Context: an optimization exercise on an open-source flow, tuned for small area. The choices shown serve that exercise and are no tape-out recipe. At most, simulation tests tie the RTL to the original design; equivalence was not proved. No activity file was given, so power comes from the tool's default toggle rates.

==> branch violet <==
==> flow/design.v (excerpt) <==
module regfile_wb #(
   parameter int XLEN = 32,
   parameter int NREGS = 32
) (
   input  logic            clk,
   input  logic            rst,
   input  logic [XLEN-1:0] read_data42,
   input  logic [XLEN-1:0] alu_out42,
   input  logic            memtoreg42,
   input  logic            wr_en42,
   input  logic [4:0]      write_reg42,
   input  logic [4:0]      rs1_addr,
   input  logic [4:0]      rs2_addr,
   output logic [XLEN-1:0] rs1_data,
   output logic [XLEN-1:0] rs2_data,
   output logic [XLEN-1:0] wb_data,
   output logic [31:0]     wb_count
);
   logic [XLEN-1:0] regs_q [1:NREGS-1];
   logic [XLEN-1:0] regs_d [1:NREGS-1];
   logic [NREGS-1:1] wsel, ld, hold, sel1, sel2;
   logic            commit;
   logic [32:0]     carry;
   logic [31:0]     wb_count_q;
   wb_mux #(.XLEN(XLEN)) u_wb_mux (
      .read_data42 (read_data42),
      .alu_out42   (alu_out42),
      .memtoreg42  (memtoreg42),
      .wb_data     (wb_data)
   );
   assign commit = wr_en42 && (write_reg42 != riscv_pkg::ZERO_REG) && !rst;
   always_comb begin
      for (int i = 1; i < NREGS; i++) begin
         wsel[i] = wr_en42 && (write_reg42 == 5'(i));
         ld[i]   = wsel[i] && !rst;
         hold[i] = !wsel[i] && !rst;
         sel1[i] = (rs1_addr == 5'(i));
         sel2[i] = (rs2_addr == 5'(i));
      end
   end
   for (genvar i = 1; i < NREGS; i++) begin : g_ent
      for (genvar b = 0; b < XLEN; b++) begin : g_bit
         rf_hold u_hold (
            .en(ld[i]), .en_n(hold[i]), .d(wb_data[b]), .q(regs_q[i][b]), .y(regs_d[i][b])
         );
      end
   end
   always_ff @(posedge clk) begin
      for (int i = 1; i < NREGS; i++) regs_q[i] <= regs_d[i];
   end
   always_comb begin
      carry[0] = commit;
      for (int b = 0; b < 32; b++) carry[b+1] = carry[b] & wb_count_q[b];
   end
   always_ff @(posedge clk)
      wb_count_q <= (wb_count_q ^ carry[31:0]) & {32{~rst}};
   for (genvar b = 0; b < XLEN; b++) begin : g_rd
      logic [NREGS-1:1] col;
      for (genvar i = 1; i < NREGS; i++) begin : g_col
  ...
==> module regfile_wb, before the edit <==
module regfile_wb #(
   parameter int XLEN = 32,
   parameter int NREGS = 32
) (
   input  logic            clk,
   input  logic            rst,
   input  logic [XLEN-1:0] read_data42,
   input  logic [XLEN-1:0] alu_out42,
   input  logic            memtoreg42,
   input  logic            wr_en42,
   input  logic [4:0]      write_reg42,
   input  logic [4:0]      rs1_addr,
   input  logic [4:0]      rs2_addr,
   output logic [XLEN-1:0] rs1_data,
   output logic [XLEN-1:0] rs2_data,
   output logic [XLEN-1:0] wb_data,
   output logic [31:0]     wb_count
);
   logic [XLEN-1:0] regs_q [1:NREGS-1];
   logic [XLEN-1:0] regs_d [1:NREGS-1];
   logic [NREGS-1:1] wsel, ld, hold, sel1, sel2;
   logic            commit;
   logic [32:0]     carry;
   logic [31:0]     wb_count_q;
   wb_mux #(.XLEN(XLEN)) u_wb_mux (
      .read_data42 (read_data42),
      .alu_out42   (alu_out42),
      .memtoreg42  (memtoreg42),
      .wb_data     (wb_data)
   );
   assign commit = wr_en42 && (write_reg42 != riscv_pkg::ZERO_REG) && !rst;
   always_comb begin
      for (int i = 1; i < NREGS; i++) begin
         wsel[i] = wr_en42 && (write_reg42 == 5'(i));
         ld[i]   = wsel[i] && !rst;
         hold[i] = !wsel[i] && !rst;
         sel1[i] = (rs1_addr == 5'(i));
         sel2[i] = (rs2_addr == 5'(i));
      end
   end
   for (genvar i = 1; i < NREGS; i++) begin : g_ent
      for (genvar b = 0; b < XLEN; b++) begin : g_bit
         rf_hold u_hold (
            .en(ld[i]), .en_n(hold[i]), .d(wb_data[b]), .q(regs_q[i][b]), .y(regs_d[i][b])
         );
      end
   end
   always_ff @(posedge clk) begin
      for (int i = 1; i < NREGS; i++) regs_q[i] <= regs_d[i];
   end
   always_comb begin
      carry[0] = commit;
      for (int b = 0; b < 32; b++) carry[b+1] = carry[b] & wb_count_q[b];
   end
   always_ff @(posedge clk)
      wb_count_q <= (wb_count_q ^ carry[31:0]) & {32{~rst}};
   for (genvar b = 0; b < XLEN; b++) begin : g_rd
      logic [NREGS-1:1] col;
      for (genvar i = 1; i < NREGS; i++) begin : g_col
         assign col[i] = regs_q[i][b];
      end
      rd_bit u_rd1 (.s(sel1), .q(col), .y(rs1_data[b]));
      rd_bit u_rd2 (.s(sel2), .q(col), .y(rs2_data[b]));
   end
   assign wb_count = wb_count_q;
endmodule
clock: 7.0 ns
lec_check: 0
cap_margin: 20
core_margin: 2
core_utilization: 60
cts_buf_list: sky130_fd_sc_hd__clkbuf_8
setup_slack_margin: 0.2
slew_margin: 20
synth_hierarchical: 1
synth_minimum_keep_size: 0
run.sh (not shown) runs the stock make flow with config.mk's settings and CLKGATE_MAP_FILE= SYNTH_SCRIPT=/design/flow/synth_recipe.tcl, a recipe that flattens the netlist after the stock synthesis.
==> branch onyx: changes against branch violet <==
--- a/flow/design.v
+++ b/flow/design.v
@@ -37,2 +37,21 @@
    assign y = (en & d) | (en_n & q);
+endmodule
+module dec_nor (
+   input  logic a_n,
+   input  logic b_n,
+   output logic y
+);
+   assign y = ~(a_n | b_n);
+endmodule
+module cnt_bit (
+   input  logic q,
+   input  logic c,
+   input  logic inc,
+   input  logic hold,
+   output logic d,
+   output logic c_out
+);
+   logic s;
+   assign {c_out, s} = q + c;
+   assign d = (inc & s) | (hold & q);
 endmodule
@@ -76,6 +95,9 @@
    logic [XLEN-1:0] regs_d [1:NREGS-1];
-   logic [NREGS-1:1] wsel, ld, hold, sel1, sel2;
-   logic            commit;
+   logic [NREGS-1:1] ld, hold, sel1, sel2;
+   logic [3:0]      wlo_n, r1lo_n, r2lo_n;
+   logic [7:0]      whi_n, r1hi_n, r2hi_n;
+   logic            commit, cnt_inc, cnt_hold;
    logic [32:0]     carry;
-   logic [31:0]     wb_count_q;
+   logic [31:0]     carry_in;
+   logic [31:0]     wb_count_q, wb_count_d;
    wb_mux #(.XLEN(XLEN)) u_wb_mux (
@@ -86,11 +108,19 @@
    );
-   assign commit = wr_en42 && (write_reg42 != riscv_pkg::ZERO_REG) && !rst;
    always_comb begin
-      for (int i = 1; i < NREGS; i++) begin
-         wsel[i] = wr_en42 && (write_reg42 == 5'(i));
-         ld[i]   = wsel[i] && !rst;
-         hold[i] = !wsel[i] && !rst;
-         sel1[i] = (rs1_addr == 5'(i));
-         sel2[i] = (rs2_addr == 5'(i));
+      for (int j = 0; j < 4; j++) begin
+         wlo_n[j]  = !(write_reg42[1:0] == 2'(j));
+         r1lo_n[j] = !(rs1_addr[1:0] == 2'(j));
+         r2lo_n[j] = !(rs2_addr[1:0] == 2'(j));
       end
+      for (int k = 0; k < 8; k++) begin
+         whi_n[k]  = !(wr_en42 && !rst && write_reg42[4:2] == 3'(k));
+         r1hi_n[k] = !(rs1_addr[4:2] == 3'(k));
+         r2hi_n[k] = !(rs2_addr[4:2] == 3'(k));
+      end
+   end
+   for (genvar i = 1; i < NREGS; i++) begin : g_dec
+      dec_nor u_ld   (.a_n(wlo_n[i % 4]),  .b_n(whi_n[i / 4]),  .y(ld[i]));
+      dec_nor u_hold (.a_n(ld[i]),         .b_n(rst),           .y(hold[i]));
+      dec_nor u_sel1 (.a_n(r1lo_n[i % 4]), .b_n(r1hi_n[i / 4]), .y(sel1[i]));
+      dec_nor u_sel2 (.a_n(r2lo_n[i % 4]), .b_n(r2hi_n[i / 4]), .y(sel2[i]));
    end
@@ -106,8 +136,18 @@
    end
-   always_comb begin
-      carry[0] = commit;
-      for (int b = 0; b < 32; b++) carry[b+1] = carry[b] & wb_count_q[b];
+   assign commit = wr_en42 && (write_reg42 != riscv_pkg::ZERO_REG);
+   assign cnt_inc  = commit && !rst;
+   assign cnt_hold = !commit && !rst;
+   for (genvar b = 0; b < 32; b++) begin : g_cnt
+      if (b == 0)
+         assign carry_in[b] = 1'b1;
+      else if (b % 8 == 0)
+         assign carry_in[b] = &wb_count_q[b-1:0];
+      else
+         assign carry_in[b] = carry[b];
+      cnt_bit u_bit (
+         .q(wb_count_q[b]), .c(carry_in[b]), .inc(cnt_inc), .hold(cnt_hold),
+         .d(wb_count_d[b]), .c_out(carry[b+1])
+      );
    end
-   always_ff @(posedge clk)
-      wb_count_q <= (wb_count_q ^ carry[31:0]) & {32{~rst}};
+   always_ff @(posedge clk) wb_count_q <= wb_count_d;
    for (genvar b = 0; b < XLEN; b++) begin : g_rd
==> flow/flow/run.sh (new file) <==
#!/bin/bash
# Standard ORFS layout with two changes: small port buffers, and a clock
# tree with its own leaf clustering and no dummy loads. Each tool's output
# is kept in the ORFS logs under orfs/logs; make's own output goes to
# flow_make.log.
set -euo pipefail
export BUFFER_PORTS_ARGS="-buffer_cell sky130_fd_sc_hd__buf_1"
export CTS_ARGS="-sink_clustering_enable -repair_clock_nets -dont_use_dummy_load -buf_list sky130_fd_sc_hd__clkbuf_16 -sink_clustering_size 30 -sink_clustering_max_diameter 90"
bash standard.sh > flow_make.log 2>&1
==> flow/standard.sh (new file) <==
#!/bin/bash
# synth_recipe.tcl (not shown) runs the flow's synth.tcl, then flattens the netlist and writes it again
# the make line also repeats each setting of config.mk as NAME=value (left out here)
make -C /OpenROAD-flow-scripts/flow DESIGN_CONFIG=/design/flow/config.mk WORK_HOME=/design/flow/orfs CLKGATE_MAP_FILE= SYNTH_SCRIPT=/design/flow/synth_recipe.tcl "${@:-finish}"
--- a/flow/config.mk
+++ b/flow/config.mk
@@ -7,8 +7,8 @@
 export LEC_CHECK = 0
-export CAP_MARGIN = 20
+export CAP_MARGIN = 5
 export CORE_MARGIN = 2
-export CORE_UTILIZATION = 60
-export CTS_BUF_LIST = sky130_fd_sc_hd__clkbuf_8
+export CORE_UTILIZATION = 45
+export GPL_TIMING_DRIVEN = 0
 export SETUP_SLACK_MARGIN = 0.2
-export SLEW_MARGIN = 20
+export SLEW_MARGIN = 5
 export SYNTH_HIERARCHICAL = 1
removed: flow/run.sh
==> branch pepper: changes against branch violet <==
--- a/flow/design.v
+++ b/flow/design.v
@@ -37,2 +37,9 @@
    assign y = (en & d) | (en_n & q);
+endmodule
+module dec_nor (
+   input  logic a_n,
+   input  logic b_n,
+   output logic y
+);
+   assign y = ~(a_n | b_n);
 endmodule
@@ -76,3 +83,5 @@
    logic [XLEN-1:0] regs_d [1:NREGS-1];
-   logic [NREGS-1:1] wsel, ld, hold, sel1, sel2;
+   logic [NREGS-1:1] ld, hold, sel1, sel2;
+   logic [3:0]      wlo_n, r1lo_n, r2lo_n;
+   logic [7:0]      whi_n, r1hi_n, r2hi_n;
    logic            commit;
@@ -86,11 +95,19 @@
    );
-   assign commit = wr_en42 && (write_reg42 != riscv_pkg::ZERO_REG) && !rst;
    always_comb begin
-      for (int i = 1; i < NREGS; i++) begin
-         wsel[i] = wr_en42 && (write_reg42 == 5'(i));
-         ld[i]   = wsel[i] && !rst;
-         hold[i] = !wsel[i] && !rst;
-         sel1[i] = (rs1_addr == 5'(i));
-         sel2[i] = (rs2_addr == 5'(i));
+      for (int j = 0; j < 4; j++) begin
+         wlo_n[j]  = !(write_reg42[1:0] == 2'(j));
+         r1lo_n[j] = !(rs1_addr[1:0] == 2'(j));
+         r2lo_n[j] = !(rs2_addr[1:0] == 2'(j));
       end
+      for (int k = 0; k < 8; k++) begin
+         whi_n[k]  = !(wr_en42 && !rst && write_reg42[4:2] == 3'(k));
+         r1hi_n[k] = !(rs1_addr[4:2] == 3'(k));
+         r2hi_n[k] = !(rs2_addr[4:2] == 3'(k));
+      end
+   end
+   for (genvar i = 1; i < NREGS; i++) begin : g_dec
+      dec_nor u_ld   (.a_n(wlo_n[i % 4]),  .b_n(whi_n[i / 4]),  .y(ld[i]));
+      dec_nor u_hold (.a_n(ld[i]),         .b_n(rst),           .y(hold[i]));
+      dec_nor u_sel1 (.a_n(r1lo_n[i % 4]), .b_n(r1hi_n[i / 4]), .y(sel1[i]));
+      dec_nor u_sel2 (.a_n(r2lo_n[i % 4]), .b_n(r2hi_n[i / 4]), .y(sel2[i]));
    end
@@ -106,2 +123,3 @@
    end
+   assign commit = wr_en42 && (write_reg42 != riscv_pkg::ZERO_REG) && !rst;
    always_comb begin
==> flow/flow/run.sh (new file) <==
#!/bin/bash
# Standard ORFS layout with two changes: small port buffers, and a clock
# tree with its own leaf clustering and no dummy loads. Each tool's output
# is kept in the ORFS logs under orfs/logs; make's own output goes to
# flow_make.log.
set -euo pipefail
export BUFFER_PORTS_ARGS="-buffer_cell sky130_fd_sc_hd__buf_1"
export CTS_ARGS="-sink_clustering_enable -repair_clock_nets -dont_use_dummy_load -buf_list sky130_fd_sc_hd__clkbuf_8 -sink_clustering_size 14 -sink_clustering_max_diameter 40"
bash standard.sh > flow_make.log 2>&1
==> flow/standard.sh (new file) <==
#!/bin/bash
# synth_recipe.tcl (not shown) runs the flow's synth.tcl, then flattens the netlist and writes it again
# the make line also repeats each setting of config.mk as NAME=value (left out here)
make -C /OpenROAD-flow-scripts/flow DESIGN_CONFIG=/design/flow/config.mk WORK_HOME=/design/flow/orfs CLKGATE_MAP_FILE= SYNTH_SCRIPT=/design/flow/synth_recipe.tcl "${@:-finish}"
--- a/flow/config.mk
+++ b/flow/config.mk
@@ -9,4 +9,3 @@
 export CORE_MARGIN = 2
-export CORE_UTILIZATION = 60
-export CTS_BUF_LIST = sky130_fd_sc_hd__clkbuf_8
+export CORE_UTILIZATION = 45
 export SETUP_SLACK_MARGIN = 0.2
removed: flow/run.sh
==> branch harbor: changes against branch violet <==
--- a/flow/design.v
+++ b/flow/design.v
@@ -37,2 +37,21 @@
    assign y = (en & d) | (en_n & q);
+endmodule
+module dec_nor (
+   input  logic a_n,
+   input  logic b_n,
+   output logic y
+);
+   assign y = ~(a_n | b_n);
+endmodule
+module cnt_bit (
+   input  logic q,
+   input  logic c,
+   input  logic inc,
+   input  logic hold,
+   output logic d,
+   output logic c_out
+);
+   logic s;
+   assign {c_out, s} = q + c;
+   assign d = (inc & s) | (hold & q);
 endmodule
@@ -76,6 +95,9 @@
    logic [XLEN-1:0] regs_d [1:NREGS-1];
-   logic [NREGS-1:1] wsel, ld, hold, sel1, sel2;
-   logic            commit;
+   logic [NREGS-1:1] ld [2], hold [2], sel1 [2], sel2 [2];
+   logic [3:0]      wlo_n, r1lo_n, r2lo_n;
+   logic [7:0]      whi_n, r1hi_n, r2hi_n;
+   logic            commit, cnt_inc, cnt_hold;
    logic [32:0]     carry;
-   logic [31:0]     wb_count_q;
+   logic [31:0]     carry_in;
+   logic [31:0]     wb_count_q, wb_count_d;
    wb_mux #(.XLEN(XLEN)) u_wb_mux (
@@ -86,10 +108,20 @@
    );
-   assign commit = wr_en42 && (write_reg42 != riscv_pkg::ZERO_REG) && !rst;
    always_comb begin
-      for (int i = 1; i < NREGS; i++) begin
-         wsel[i] = wr_en42 && (write_reg42 == 5'(i));
-         ld[i]   = wsel[i] && !rst;
-         hold[i] = !wsel[i] && !rst;
-         sel1[i] = (rs1_addr == 5'(i));
-         sel2[i] = (rs2_addr == 5'(i));
+      for (int j = 0; j < 4; j++) begin
+         wlo_n[j]  = !(write_reg42[1:0] == 2'(j));
+         r1lo_n[j] = !(rs1_addr[1:0] == 2'(j));
+         r2lo_n[j] = !(rs2_addr[1:0] == 2'(j));
+      end
+      for (int k = 0; k < 8; k++) begin
+         whi_n[k]  = !(wr_en42 && !rst && write_reg42[4:2] == 3'(k));
+         r1hi_n[k] = !(rs1_addr[4:2] == 3'(k));
+         r2hi_n[k] = !(rs2_addr[4:2] == 3'(k));
+      end
+   end
+   for (genvar i = 1; i < NREGS; i++) begin : g_dec
+      for (genvar h = 0; h < 2; h++) begin : g_half
+         dec_nor u_ld   (.a_n(wlo_n[i % 4]),  .b_n(whi_n[i / 4]),  .y(ld[h][i]));
+         dec_nor u_hold (.a_n(ld[h][i]),      .b_n(rst),           .y(hold[h][i]));
+         dec_nor u_sel1 (.a_n(r1lo_n[i % 4]), .b_n(r1hi_n[i / 4]), .y(sel1[h][i]));
+         dec_nor u_sel2 (.a_n(r2lo_n[i % 4]), .b_n(r2hi_n[i / 4]), .y(sel2[h][i]));
       end
@@ -99,3 +131,4 @@
          rf_hold u_hold (
-            .en(ld[i]), .en_n(hold[i]), .d(wb_data[b]), .q(regs_q[i][b]), .y(regs_d[i][b])
+            .en(ld[b / 16][i]), .en_n(hold[b / 16][i]), .d(wb_data[b]), .q(regs_q[i][b]),
+            .y(regs_d[i][b])
          );
@@ -106,8 +139,18 @@
    end
-   always_comb begin
-      carry[0] = commit;
-      for (int b = 0; b < 32; b++) carry[b+1] = carry[b] & wb_count_q[b];
+   assign commit = wr_en42 && (write_reg42 != riscv_pkg::ZERO_REG);
+   assign cnt_inc  = commit && !rst;
+   assign cnt_hold = !commit && !rst;
+   for (genvar b = 0; b < 32; b++) begin : g_cnt
+      if (b == 0)
+         assign carry_in[b] = 1'b1;
+      else if (b % 8 == 0)
+         assign carry_in[b] = &wb_count_q[b-1:0];
+      else
+         assign carry_in[b] = carry[b];
+      cnt_bit u_bit (
+         .q(wb_count_q[b]), .c(carry_in[b]), .inc(cnt_inc), .hold(cnt_hold),
+         .d(wb_count_d[b]), .c_out(carry[b+1])
+      );
    end
-   always_ff @(posedge clk)
-      wb_count_q <= (wb_count_q ^ carry[31:0]) & {32{~rst}};
+   always_ff @(posedge clk) wb_count_q <= wb_count_d;
    for (genvar b = 0; b < XLEN; b++) begin : g_rd
@@ -117,4 +160,4 @@
       end
-      rd_bit u_rd1 (.s(sel1), .q(col), .y(rs1_data[b]));
-      rd_bit u_rd2 (.s(sel2), .q(col), .y(rs2_data[b]));
+      rd_bit u_rd1 (.s(sel1[b / 16]), .q(col), .y(rs1_data[b]));
+      rd_bit u_rd2 (.s(sel2[b / 16]), .q(col), .y(rs2_data[b]));
    end
==> flow/flow/run.sh (new file) <==
#!/bin/bash
# Standard ORFS layout with two changes: small port buffers, and a clock
# tree with its own leaf clustering and no dummy loads. Each tool's output
# is kept in the ORFS logs under orfs/logs; make's own output goes to
# flow_make.log.
set -euo pipefail
export BUFFER_PORTS_ARGS="-buffer_cell sky130_fd_sc_hd__buf_1"
export CTS_ARGS="-sink_clustering_enable -repair_clock_nets -dont_use_dummy_load -buf_list sky130_fd_sc_hd__clkbuf_8 -sink_clustering_size 18 -sink_clustering_max_diameter 50"
bash standard.sh > flow_make.log 2>&1
==> flow/standard.sh (new file) <==
#!/bin/bash
# synth_recipe.tcl (not shown) runs the flow's synth.tcl, then flattens the netlist and writes it again
# the make line also repeats each setting of config.mk as NAME=value (left out here)
make -C /OpenROAD-flow-scripts/flow DESIGN_CONFIG=/design/flow/config.mk WORK_HOME=/design/flow/orfs CLKGATE_MAP_FILE= SYNTH_SCRIPT=/design/flow/synth_recipe.tcl "${@:-finish}"
--- a/flow/config.mk
+++ b/flow/config.mk
@@ -9,4 +9,3 @@
 export CORE_MARGIN = 2
-export CORE_UTILIZATION = 60
-export CTS_BUF_LIST = sky130_fd_sc_hd__clkbuf_8
+export CORE_UTILIZATION = 45
 export SETUP_SLACK_MARGIN = 0.2
removed: flow/run.sh
==> qor summary <==
quantity                                                                     branch pepper            branch harbor              branch onyx                     branch violet
Run status                                                         complete, no violations  complete, no violations  complete, no violations           complete, no violations
Worst clock skew                                                                 0.0388 ns                0.0422 ns                0.0229 ns                         0.0107 ns
HPWL after detailed placement                                               123000 microns           125000 microns           129000 microns                    112000 microns
Part of the power in registers                                                       55.8%                    58.1%                    60.8%                             49.5%
Routed vias                                                                          40700                    40300                    40300                             43000
Tapcells                                                                              1144                     1155                     1155                               855
Yosys top cell area share                                                            52.6%                    51.8%                    52.4%                             52.1%
Number of global-route vias before repair                                            39100                    37200                    39600                             41500
Worst setup startpoint                                                      write_reg42[3]              rs1_addr[1]              rs1_addr[1]                       rs2_addr[1]
Share of the synthesized netlist area taken by xor and xnor gates                  0.0225%                       0%                       0%                           0.0222%
Cell type with the highest occurrence count on the critical path     sky130_fd_sc_hd__ha_2   sky130_fd_sc_hd__buf_1   sky130_fd_sc_hd__buf_1  sky130_fd_sc_hd__clkdlybuf4s50_1
Post-Synthesis Cells                                                                  3182                     3318                     3194                              3220
Met3 routed wirelength                                                       34200 microns            26200 microns            33200 microns                     38500 microns
Non-clock buffer area fraction after layout                                          5.33%                    6.35%                    8.58%                             8.02%
The RTL of branch violet and branch harbor was laid out without a check of its function.

[re-timing with driven ports]
How much do the figures lean on ideal ports? The routed layouts below were timed once more, with nothing changed but the port constraints.
Step 1: set_driving_cell puts a clkbuf_16 on clk and a buf_2 on each other input, an assumption about the parent block.
Step 2 adds t to the input delays and takes it off the output delays; t is the mean of the earliest and latest rising clock arrival at the registers after step 1. Input paths then give back, and output paths get back, about the clock's delay inside the block.
a / b / c = ideal / step 1 / step 2; a / b = the first two.
| run | t (ns) | slack for setup (ns) | worst setup path after step 2 | clock arrival spread, ns |
|---|---|---|---|---|
| branch violet | 0.921 | 0.043 / 0.016 / -0.530 | input to register | 0.033 / 0.033 |
| branch onyx | 0.689 | 0.694 / 0.534 / 0.534 | input to output | 0.063 / 0.064 |
| branch pepper | 0.836 | 0.562 / 0.603 / -0.233 | input to register | 0.132 / 0.132 |
| branch harbor | 0.849 | 1.004 / 0.955 / 0.955 | input to output | 0.062 / 0.061 |
With both steps, setup timing fails in branch violet and branch pepper, where it was met with ideal ports. The setup slack of branch pepper, which loses most, moves by +0.041 ns with the drivers and by -0.795 ns with both steps.
